Background: an optimization exercise with open tools, aiming at small area, a short achievable clock period and few clock cycles. Do not read the settings as production practice. Function was not checked in any run shown here: the RTL went through the layout flow alone.

===== flow/design.v =====
package chirp_gen_pkg;
  localparam int CHIRP_TYPE_SIZE = 2;
  localparam logic [CHIRP_TYPE_SIZE-1:0] TYPE_UP    = 2'd0;
  localparam logic [CHIRP_TYPE_SIZE-1:0] TYPE_DOWN  = 2'd1;
  localparam logic [CHIRP_TYPE_SIZE-1:0] TYPE_QDOWN = 2'd2;
  typedef enum logic [1:0] {
    ST_IDLE = 2'd0,    
    ST_MUL  = 2'd1,    
    ST_SUB  = 2'd2,    
    ST_RUN  = 2'd3     
  } state_t;
endpackage
module chirp_freq_step #(
  parameter int PRECISION = 32
) (
  input  logic [PRECISION-1:0] freq,
  input  logic [PRECISION-1:0] phase_inc,
  input  logic [PRECISION-1:0] bw_sr,
  input  logic                 up,
  input  logic                 fold_en,
  output logic [PRECISION-1:0] next_freq
);
  logic              sub;
  logic [PRECISION-1:0] stepped;
  logic [PRECISION:0]   cmp;
  logic              fold;
  always_comb begin
    sub     = !up || !fold_en;
    stepped = freq + (sub ? ~phase_inc : phase_inc) + PRECISION'(sub);
    if (up) cmp = {stepped[PRECISION-1], stepped} - {2'b00, bw_sr[PRECISION-1:1]};
    else    cmp = {stepped[PRECISION-1], stepped} + {2'b00, bw_sr[PRECISION-1:1]};
    fold    = fold_en && (up ? !cmp[PRECISION] : cmp[PRECISION]);
    if (fold) next_freq = up ? (stepped - bw_sr) : (stepped + bw_sr);
    else      next_freq = stepped;
  end
endmodule
import chirp_gen_pkg::*;
module chirp_gen #(
  parameter int PRECISION = 32,
  parameter int SYM_W     = 12
) (
  input  logic                       clk,
  input  logic                       rst,
  input  logic                       sym_valid,
  output logic                       sym_ready,
  input  logic [SYM_W-1:0]           sym_value,
  input  logic [CHIRP_TYPE_SIZE-1:0] chirp_type,
  input  logic [3:0]                 sf,
  input  logic [PRECISION-1:0]       bw_sr,
  input  logic [PRECISION-1:0]       phase_inc,
  input  logic [PRECISION-1:0]       symbol_size,
  output logic                       out_valid,
  input  logic                       out_ready,
  output logic [PRECISION-1:0]       phase_out,
  output logic [PRECISION-1:0]       freq_out,
  output logic                       sym_done
);
  chirp_gen_pkg::state_t state;
  logic                  up_r;
  logic [PRECISION-1:0]  bw_r;
  logic [PRECISION-1:0]  inc_r;     
  logic [PRECISION-1:0]  cnt_r;     
  logic [PRECISION-1:0]  step_freq;
  logic [PRECISION-1:0]  mul_freq;
  logic                  cnt_hi0;
  logic                  cnt_zero;
  logic                  cnt_one;
  logic                  mul_last;
  logic                  size_zero;
  always_comb begin
    cnt_hi0   = (cnt_r[PRECISION-1:1] == '0);
    cnt_zero  = cnt_hi0 && !cnt_r[0];
    cnt_one   = cnt_hi0 && cnt_r[0];
    mul_last  = (inc_r[SYM_W-2:0] == '0);
    mul_freq  = {freq_out[PRECISION-2:0], 1'b0} + (inc_r[SYM_W] ? bw_r : '0);
    size_zero = (symbol_size == '0);
  end
  chirp_freq_step #(
    .PRECISION (PRECISION)
  ) u_freq_step (
    .freq      (freq_out),
    .phase_inc (inc_r),
    .bw_sr     (bw_r),
    .up        (up_r),
    .fold_en   (state == ST_RUN),
    .next_freq (step_freq)
  );
  always_ff @(posedge clk or posedge rst) begin
    if (rst) begin
      state     <= ST_IDLE;
      up_r      <= 1'b0;
      sym_ready <= 1'b0;
      out_valid <= 1'b0;
      sym_done  <= 1'b0;
      phase_out <= '0;
    end else begin
      sym_done <= 1'b0;
      case (state)
        ST_IDLE: begin
          if (sym_valid) begin
            up_r      <= (chirp_type == TYPE_UP);
            sym_ready <= (chirp_type != TYPE_UP);
            state     <= (chirp_type == TYPE_UP) ? ST_MUL : ST_SUB;
          end
        end
        ST_MUL: begin
          if (cnt_zero && mul_last) begin
            sym_ready <= 1'b1;
            state     <= ST_SUB;
          end
        end
        ST_SUB: begin
          if (sym_valid) begin
            sym_ready <= 1'b0;
            if (size_zero) begin
              sym_done <= 1'b1;
              state    <= ST_IDLE;
            end else begin
              out_valid <= 1'b1;
              state     <= ST_RUN;
            end
          end
        end
        default: begin
          if (out_ready) begin
            phase_out <= phase_out + freq_out;
            if (cnt_one) begin
              out_valid <= 1'b0;
              sym_done  <= 1'b1;
              state     <= ST_IDLE;
            end
          end
        end
      endcase
    end
  end
  always_ff @(posedge clk) begin
    case (state)
      ST_IDLE: begin
        if (sym_valid) begin
          bw_r  <= bw_sr;
          cnt_r <= {{(PRECISION-4){1'b0}}, sf};
          if (chirp_type == TYPE_UP) begin
            freq_out <= '0;
            inc_r    <= {{(PRECISION-SYM_W-1){1'b0}}, sym_value, 1'b1};
          end else begin
            freq_out <= {1'b0, bw_sr[PRECISION-1:1]};
            inc_r    <= phase_inc;
          end
        end
      end
      ST_MUL: begin
        if (!cnt_zero) begin
          bw_r  <= {1'b0, bw_r[PRECISION-1:1]};
          cnt_r <= cnt_r - PRECISION'(1);
          if (!inc_r[SYM_W] && !mul_last) inc_r <= {inc_r[PRECISION-2:0], 1'b0};
        end else begin
          freq_out <= mul_freq;
          if (mul_last) inc_r <= {1'b0, bw_sr[PRECISION-1:1]};
          else          inc_r <= {inc_r[PRECISION-2:0], 1'b0};
        end
      end
      ST_SUB: begin
        if (sym_valid) begin
          freq_out <= step_freq;
          bw_r     <= bw_sr;
          inc_r    <= phase_inc;
          cnt_r    <= symbol_size;
        end
      end
      default: begin
        if (out_ready) begin
          freq_out <= step_freq;
          cnt_r    <= cnt_r - PRECISION'(1);
        end
      end
    endcase
  end
endmodule

===== flow/run.sh =====
#!/bin/bash
# synth_recipe.tcl (not shown) runs the flow's synth.tcl, then flattens the netlist and writes it again
# the make line also repeats each setting of config.mk as NAME=value (left out here)
make -C /OpenROAD-flow-scripts/flow DESIGN_CONFIG=/design/flow/config.mk WORK_HOME=/design/flow/orfs CLKGATE_MAP_FILE= SYNTH_SCRIPT=/design/flow/synth_recipe.tcl finish

===== flow/config.mk =====
export PLATFORM = sky130hd
export DESIGN_NAME = chirp_gen
export DESIGN_NICKNAME = chirp_gen
export VERILOG_FILES = /design/flow/design.v
export SDC_FILE = /design/flow/constraint.sdc
export NUM_CORES = 4
export LEC_CHECK = 0
export CAP_MARGIN = 20
export CORE_MARGIN = 2
export CORE_UTILIZATION = 40
export SLEW_MARGIN = 20

===== flow/constraint.sdc =====
create_clock -name core_clock -period 9.0 [get_ports {clk}]
set_input_delay 1.8000 -clock core_clock [delete_from_list [all_inputs] [get_ports {clk}]]
set_output_delay 1.8000 -clock core_clock [all_outputs]
set_load 0.01 [all_outputs]

==> results.cfg, run 1 <==
[synth]
synth_area_leaders = edfxtp_1 23%, ha_1 12%, xnor2_1 6.6%
avgSynthCellArea_um2 = 8.511
synth_edf_count = 128
yosysSeqAreaShare = 0.2902
ys_warn_count = 2
synthArstFlopShare = 0.2289
synth_seq_cells = 166
synth_flop_cell = edfxtp_1
synth.most_common_cell = nand2_1
syn_nets = 2220
synth.distinct_cells = 82
synth_commonest_cells = 243 x nand2_1, 169 x o21ai_0, 157 x ha_1
synth_top_area_frac = 0.2327
synth.cell_area_mm2 = 0.01652
synth_top_area_cell = edfxtp_1
syn_inst = 1941

[route]
viasPerCell = 5.869
drt-pass1-iter-count = 6
wl_met2_um = 24060
wire_per_inst_um = 21.57
initialDrtViolationCount = 1205
dr.max_layer_used = met5
wl_met1_um = 25970
drt_wl_total_um = 56380
met3_length_um = 4436
ant_nets = 0
vias = 15342
drc = 0

[placed_design]
detailedPlacementHpwl_um = 43920
globalplace.congestion = 0.9789
portBuffers = 184

[worst_hold_path]
min_path_type = flop to flop
min_path_cells = 1

[cts]
cts_hold_buf = 0
tritoncts = built
clk_latency_ns = 0.46
path_clk_slew_ns = 0.07
cts_resized = 0
ctsHtreeMaxLevel = 4
clockBufferDepth = 2
cts_made_buffers = 17
cts_num_sinks = 166
cts-root-buf = clkbuf_16
post_cts_buffers = 0

[floorplan]
core_area_mm2 = 0.04083
dieArea_mm2 = 0.04294
ios = 185
rows = 74
initial_utilization = 0.4046
die_w_um = 207.2
die_h_um = 207.2

[global_routing]
grt_pass1_wl_um = 85550
overflow = 0
grt_max_degree = 69
grt_antenna_before_repair = 1
first_global_vias = 14984
track_usage = 0.2576

[setup_path]
cp_num_buf_inv = 2
cpPeakStageDelay_ns = 0.73
crit_path_start_kind = flop
worst_ep_required_time_ns = 9.21
crit_type = flop to flop
worst_ep_arrival_time_ns = 8.25
cp-end-kind = flop
cp_common_cell = o21ai_0
slowest_stage = o41ai_1
critical_path.top_delay_family = compound AO/OA/AOI/OAI gates
ff2ff_path_depth = 26
worst-path-stages = 26
path_max_fanout = 32

[sta]
setup_viol = 0
setup_tns_ns = 0
fin_skew_ns = 0.01399
hold_ws_ns = 0.4724
worstMarginPinSlew_ns = 1.131
period_share = 0.8931
fmax_ghz = 0.1244
rsz0062_at_grt = no
slew_headroom = 0.2359
post-route-min-period_ns = 8.038
finalHoldViolations = 0
slew_violations = 0

[final_layout]
nFillCells = 3943
drive_above_1_share = 0.04277
layout-area-overhead-vs-synth_pct = 17.72
seq_area_mm2 = 0.004795
multi_input_area_mm2 = 0.01125
layout.nets = 2347

[status]
status = timing/DRC/antenna clean

[run]
maxCapViolCount = 0
## worst reg2reg max path, cell delays in order (launching register included)
cell	delay, ns
dfrtp_1	0.43
ha_1	0.36
nand2_2	0.37
buf_4	0.45
xor2_1	0.20
ha_1	0.34
inv_1	0.11
nor2_1	0.06
a2111oi_0	0.50
o21ai_0	0.25
o31a_1	0.30
o41ai_1	0.73
o21ai_0	0.26
a31oi_1	0.24
o21ai_0	0.12
xor2_1	0.31
ha_1	0.31
nand4_1	0.10
or2_2	0.13
nor2_1	0.07
a2111oi_0	0.39
o21ai_0	0.24
a31oi_4	0.22
xnor3_1	0.32
nand2_4	0.48
nor2_1	0.10
or3_1	0.38
## layout make-up
type                            count  area share
Clock buffer                       18     0.02207
Tap cell                          532     0.03423
Clock inverter                     14    0.009458
Antenna cell                        1   0.0001287
Sequential cell                   166      0.2465
Multi-Input combinational cell   1643      0.5783
Timing Repair Buffer              198      0.1011
Inverter                           42    0.008107
## through the flow
| stage | utilization | std cells | instance area, µm² | worst slack [ns] |
|---|---|---|---|---|
| finish | 0.4763 | 2614 | 19450 | 0.9622 |
| global placement | 0.4605 | 2580 | 18800 | 1.147 |
| CTS | 0.4755 | 2612 | 19420 | 1.049 |
| detailed placement | 0.4605 | 2580 | 18800 | 1.101 |
| floorplan | - | 1941 | 16520 | 2.467 |
| global route | 0.4762 | 2613 | 19440 | 0.2464 |
## worst paths after layout
kind	startpoint	end	slack [ns]
max in group asynchronous	rst	phase_out[8]	6.50
min	phase_out[31]	phase_out[31]	0.47
max	state[0]	freq_out[17]	0.96
min in group asynchronous	rst	phase_out[29]	1.88
min reg2reg	phase_out[31]	phase_out[31]	0.47
max reg2reg	state[0]	freq_out[17]	0.96
## metal layers
layer  up-vias  GRT usage
met4         2     0.1010
met3        97    0.04675
met1      7244     0.3612
li1       7366          -
met2       633     0.3928
met5         -          0
## kinds of logic (layout without fill, tap and decap cells)
| family | count (synthesis) | count (layout) | share of synthesized area |
|---|---|---|---|
| and+or+nand+nor | 631 | 631 | 0.1802 |
| AOI/OAI and AO/OA | 563 | 563 | 0.2146 |
| xor gates and xnor gates | 230 | 230 | 0.1228 |
| adders and majority gates | 166 | 166 | 0.1269 |
| DFF | 166 | 166 | 0.2902 |
| buffers and inverters | 132 | 272 | 0.03264 |
| muxes | 53 | 53 | 0.03264 |
| other | 0 | 1 | 0 |
## placed cells by master, fill, tap and decap left out, types with 61 or more instances in the layout
master	count
ha_1	157
o21ai_0	169
xor2_1	104
clkdlybuf4s50_1	184
a21oi_1	134
nor2_1	137
nand2_1	240
edfxtp_1	128
xnor2_1	125
a21o_1	61
## state kept, by name (all words and copies together), names as in the netlist
| signal | flops |
|---|---|
| bw_r | 32 |
| cnt_r | 32 |
| freq_out | 32 |
| inc_r | 32 |
| phase_out | 32 |
| state | 2 |
| out_valid | 1 |
| sym_done | 1 |
| sym_ready | 1 |
| up_r | 1 |
==> run 2, diff against run 1 <==
--- a/flow/config.mk
+++ b/flow/config.mk
@@ -6,4 +6,5 @@
 export NUM_CORES = 4
 export LEC_CHECK = 0
+export ABC_CLOCK_PERIOD_IN_PS = 3000
 export CAP_MARGIN = 20
 export CORE_MARGIN = 2
==> run 2 against run 1 <==
  * Sequential cell count is the same
  * Utilization did not move
  * Critical path type unchanged
  * Non-clock buffer count did not move
==> results.cfg, run 2 <==
[setup_path]
crit_path_start_kind = flop
worstReg2RegStart = state[0]
crit_type = flop to flop
worst_ep_arrival_time_ns = 8.25
worst_ep_required_time_ns = 9.21
ff2ff_path_depth = 26
path_max_fanout = 32
cp-end-kind = flop
worst-r2r-setup-slack_ns = 0.96
r2r-end = freq_out[17]

[sta]
fin_ws_ns = 0.9622
fin_skew_ns = 0.01399
setup_tns_ns = 0
slew_violations = 0
fmax_ghz = 0.1244
rsz0062_at_grt = no
finalHoldViolations = 0
post-route-min-period_ns = 8.038
setup_viol = 0
slew_headroom = 0.2359
worstMarginPinSlew_ns = 1.131
period_share = 0.8931

[synth]
synth.distinct_cells = 82
synth.cell_area_mm2 = 0.01652
yosysSeqAreaShare = 0.2902
synth_edf_count = 128
synth_flop_cell = edfxtp_1
synth_commonest_cells = 243 x nand2_1, 169 x o21ai_0, 157 x ha_1
syn_nets = 2220
synth_seq_cells = 166
synth_top_area_frac = 0.2327
synth_top_area_cell = edfxtp_1
synthArstFlopShare = 0.2289
ys_warn_count = 2
synth_area_leaders = edfxtp_1 23%, ha_1 12%, xnor2_1 6.6%
avgSynthCellArea_um2 = 8.511
synth.most_common_cell = nand2_1
syn_inst = 1941

[global_routing]
overflow = 0
track_usage = 0.2576
grt_pass1_wl_um = 85550
grt_max_degree = 69
first_global_vias = 14984
grt_antenna_before_repair = 1

[route]
ant_nets = 0
drc = 0
initialDrtViolationCount = 1205
viasPerCell = 5.869
vias = 15342
drt_wl_total_um = 56380
wire_per_inst_um = 21.57
drt-pass1-iter-count = 6

[final_layout]
drive_above_1_share = 0.04277
fin_cells = 2614
seq_area_mm2 = 0.004795
layout_commonest_cell = nand2_1
nFillCells = 3943
fin_util = 0.4763
design_area_mm2 = 0.01945
multi_input_area_mm2 = 0.01125
layout-area-overhead-vs-synth_pct = 17.72
layout.nets = 2347
final_cell_mix = 240 x nand2_1, 184 x clkdlybuf4s50_1, 169 x o21ai_0

[placed_design]
dp.cells = 2580
globalplace.congestion = 0.9789
detailedPlacementHpwl_um = 43920
dp_slack_ns = 1.101
placed_area_mm2 = 0.01880
portBuffers = 184

[floorplan]
dieArea_mm2 = 0.04294
die_w_um = 207.2
ios = 185
core_area_mm2 = 0.04083
die_h_um = 207.2
initial_utilization = 0.4046
rows = 74

[cts]
ctsHtreeMaxLevel = 4
clk_latency_ns = 0.46
cts_resized = 0
path_clk_slew_ns = 0.07
cts_made_buffers = 17
clockBufferDepth = 2
cts_num_sinks = 166
post_cts_buffers = 0
tritoncts = built
cts_hold_buf = 0
cts-root-buf = clkbuf_16

[worst_hold_path]
min_path_type = flop to flop
hp-start = phase_out[31]
min_path_cells = 1
worstHoldEndpoint = phase_out[31]

[status]
status = timing/DRC/antenna clean

[run]
maxCapViolCount = 0
-- run 2: layout make-up --
type	count	share of cell area
Sequential cell	166	0.2465
Multi-Input combinational cell	1643	0.5783
Tap cell	532	0.03423
Clock inverter	14	0.009458
Antenna cell	1	0.0001287
Clock buffer	18	0.02207
Inverter	42	0.008107
Timing Repair Buffer	198	0.1011
-- run 2: per-layer routing --
metal	track usage	vias to the layer above	wire length, µm	part of all wire
met4	0.1010	2	1891	0.034
met1	0.3612	7244	25970	0.46
met2	0.3928	633	24060	0.43
met5	0	-	12	0.00021
met3	0.04675	97	4436	0.079
li1	-	7366	-	-
-- run 2: kinds of logic after synthesis --
family / synth area share
xor+xnor: 0.1228
flops: 0.2902
compound gates: 0.2146
fa+ha+maj: 0.1269
simple gates: 0.1802
mux: 0.03264
buf+inv: 0.03264
-- run 2: worst max-delay path by stage --
stage	slack [ns]	endpoint	startpoint	depth (start not counted)
floorplan	2.47	freq_out[17]	state[0]	28
global placement	1.15	freq_out[17]	state[0]	26
detailed placement	1.10	freq_out[17]	state[1]	26
CTS	1.05	freq_out[17]	state[0]	26
global route	0.25	freq_out[1]	state[1]	26
finish	0.96	freq_out[17]	state[0]	26
-- run 2: worst max-delay path: stages, from the launching register on --
cell	delay, ns
dfrtp_1	0.43
ha_1	0.36
nand2_2	0.37
buf_4	0.44
xor2_1	0.20
ha_1	0.34
inv_1	0.11
nor2_1	0.06
a2111oi_0	0.50
o21ai_0	0.25
o31a_1	0.30
o41ai_1	0.73
o21ai_0	0.26
a31oi_1	0.24
o21ai_0	0.12
xor2_1	0.31
ha_1	0.31
nand4_1	0.10
or2_2	0.13
nor2_1	0.07
a2111oi_0	0.39
o21ai_0	0.24
a31oi_4	0.22
xnor3_1	0.32
nand2_4	0.48
nor2_1	0.10
or3_1	0.38
-- run 2: per-stage QoR --
stage          hold WS, ns
6_report            0.4724
5_1_grt             0.5026
4_1_cts             0.4744
3_5_place_dp        0.4659
3_3_place_gp        0.4714
2_1_floorplan       0.5039
==> run 3, diff against run 2 <==
--- a/flow/config.mk
+++ b/flow/config.mk
@@ -6,7 +6,7 @@
 export NUM_CORES = 4
 export LEC_CHECK = 0
-export ABC_CLOCK_PERIOD_IN_PS = 3000
 export CAP_MARGIN = 20
 export CORE_MARGIN = 2
 export CORE_UTILIZATION = 40
+export SETUP_SLACK_MARGIN = 5
 export SLEW_MARGIN = 20
==> run 3 against run 2 <==
  * Largest cell class unchanged
  * Synthesized area did not move
  * Critical path type unchanged
  * Register-to-register slack improved by 1.9 ns
  * Worst setup slack improved by 1.9 ns
  * Clock-buffer cell count rose by 1
  * Cell count rose by 2.0%
  * Wire length rose by 4.8%
==> results.cfg, run 3 <==
[sta]
hold_ws_ns = 0.4857
post-route-min-period_ns = 6.150
slew_headroom = 0.2634
rsz0062_at_grt = yes
setup_viol = 0
slew_violations = 0
worstMarginPinSlew_ns = 1.102
fin_skew_ns = 0.01180
period_share = 0.6833
fmax_ghz = 0.1626
finalHoldViolations = 0
setup_tns_ns = 0

[cts]
clk_latency_ns = 0.46
path_clk_slew_ns = 0.06
cts_num_sinks = 166
tritoncts = built
clockBufferDepth = 2
cts_made_buffers = 17
ctsHtreeMaxLevel = 4
cts-root-buf = clkbuf_16

[synth]
synth.cell_area_mm2 = 0.01652
synth_seq_cells = 166
synth.distinct_cells = 82
synth_top_area_cell = edfxtp_1
synth.most_common_cell = nand2_1
synth_top_area_frac = 0.2327
synth_area_leaders = edfxtp_1 23%, ha_1 12%, xnor2_1 6.6%
synth_commonest_cells = 243 x nand2_1, 169 x o21ai_0, 157 x ha_1
synth_edf_count = 128
syn_inst = 1941
syn_nets = 2220
synthArstFlopShare = 0.2289
synth_flop_cell = edfxtp_1
yosysSeqAreaShare = 0.2902
avgSynthCellArea_um2 = 8.511
ys_warn_count = 2

[final_layout]
layout-area-overhead-vs-synth_pct = 24.65
layout.nets = 2400
fin_cells = 2667
nFillCells = 3872
design_area_mm2 = 0.02059
layout_commonest_cell = nand2_1
final_cell_mix = 239 x nand2_1, 184 x clkdlybuf4s50_1, 149 x o21ai_0
drive_above_1_share = 0.1054

[status]
status = timing/DRC/antenna clean

[floorplan]
core_area_mm2 = 0.04083
die_h_um = 207.2
rows = 74
die_w_um = 207.2
dieArea_mm2 = 0.04294
ios = 185
initial_utilization = 0.4046

[worst_hold_path]
min_path_type = flop to flop
min_path_cells = 1

[global_routing]
grt_max_degree = 69
overflow = 0
first_global_vias = 15522
grt_antenna_before_repair = 3
grt_pass1_wl_um = 89030
track_usage = 0.2676

[placed_design]
portBuffers = 184
dp.cells = 2581
placed_area_mm2 = 0.01890
detailedPlacementHpwl_um = 44200
globalplace.congestion = 0.9618

[setup_path]
cp-end-kind = flop
worst_ep_required_time_ns = 9.16
path_max_fanout = 8
slowest_stage = xnor3_4
crit_type = flop to flop
cpPeakStageDelay_ns = 0.51
ff2ff_path_depth = 28
worst_ep_arrival_time_ns = 6.31
crit_path_start_kind = flop
cp_common_cell = buf_4

[route]
vias = 15838
viasPerCell = 5.939
drt-pass1-iter-count = 5
ant_nets = 0
drt_wl_total_um = 59070
wire_per_inst_um = 22.15
drc = 0
initialDrtViolationCount = 1406

[run]
maxCapViolCount = 0
[run 3: layer usage]
| layer | vias to the layer above | track usage | part of all wire |
|---|---|---|---|
| li1 | 7463 | - | - |
| met1 | 7648 | 0.3632 | 0.44 |
| met2 | 621 | 0.4218 | 0.45 |
| met3 | 104 | 0.05250 | 0.080 |
| met4 | 2 | 0.1005 | 0.033 |
| met5 | - | 0 | 0.00022 |
[run 3: cells by family after synthesis]
group,after synthesis,synth area share
multiplexers,53,0.03264
flip-flops,166,0.2902
buffers and inverters,132,0.03264
AND/OR/NAND/NOR,631,0.1802
XOR/XNOR,230,0.1228
AO/OA/AOI/OAI,563,0.2146
adder cells (fa/ha/maj),166,0.1269
[run 3: final cells by class]
| cell class | instances | area (µm²) | area share |
|---|---|---|---|
| multi-input combinational | 1648 | 12010 | 0.5834 |
| tap | 532 | 665.6 | 0.03232 |
| clock buffer | 19 | 432.9 | 0.02102 |
| clock inverter | 13 | 157.7 | 0.007656 |
| inverter | 42 | 157.7 | 0.007656 |
| antenna | 1 | 2.502 | 0.0001215 |
| timing repair buffer | 246 | 2364 | 0.1148 |
| sequential | 166 | 4798 | 0.2330 |
[run 3: timing repair]
item | CTS | global route
gates resized for setup | 87 | 33
buffers inserted | 30 | 18
setup endpoints to repair | 34 | 43
gates cloned | 4 | 1
hold buffers | 0 | 0
pin swaps | 46 | 28
[run 3: final timing paths]
check | startpoint | to | slack (ns)
hold reg to reg | phase_out[31] | phase_out[31] | 0.49
setup / recovery | state[1] | freq_out[13] | 2.85
hold / removal | phase_out[31] | phase_out[31] | 0.49
min in group asynchronous | rst | phase_out[28] | 1.88
setup reg to reg | state[1] | freq_out[13] | 2.85
max in group asynchronous | rst | state[1] | 6.43
[run 3: stage by stage]
step           setup slack [ns]  utilization
6_report                  2.850       0.5043
5_1_grt                   2.615       0.5043
4_1_cts                   3.097       0.4964
3_5_place_dp              1.772       0.4629
3_3_place_gp              1.959       0.4623
2_1_floorplan             3.135            -
[run 3: worst max-delay path: cells and delay by family (launching register included)]
kind	cells	cell delay [ns]
buffers and inverters	3	0.51
DFF	1	0.42
xor gates and xnor gates	3	0.91
muxes	1	0.21
AOI/OAI and AO/OA	12	2.16
adders and majority gates	3	0.93
and+or+nand+nor	6	0.68

static timing again, ports no longer ideal:
Ports are ideal in the flow. The routed layouts listed here were re-timed in OpenROAD. Step 1, drivers: a clkbuf_16 drives clk and a buf_2 each remaining input, both assumed. Step 2 moves the port delays by t, midway between the first and last clock arrival at a register: inputs arrive t later, outputs are due t later. That takes back most of the time a late clock gives input paths. Slacks: ideal / step 1 / step 2; pairs: ideal / step 1.
run	shift t [ns]	slack for setup (ns)	cell pins on the clock port's net
run 1	0.507	0.962 / 0.962 / 0.962	1
run 2	0.507	0.962 / 0.962 / 0.962	1
run 3	0.513	2.850 / 2.850 / 2.850	1
After both steps every run listed still meets setup and hold.
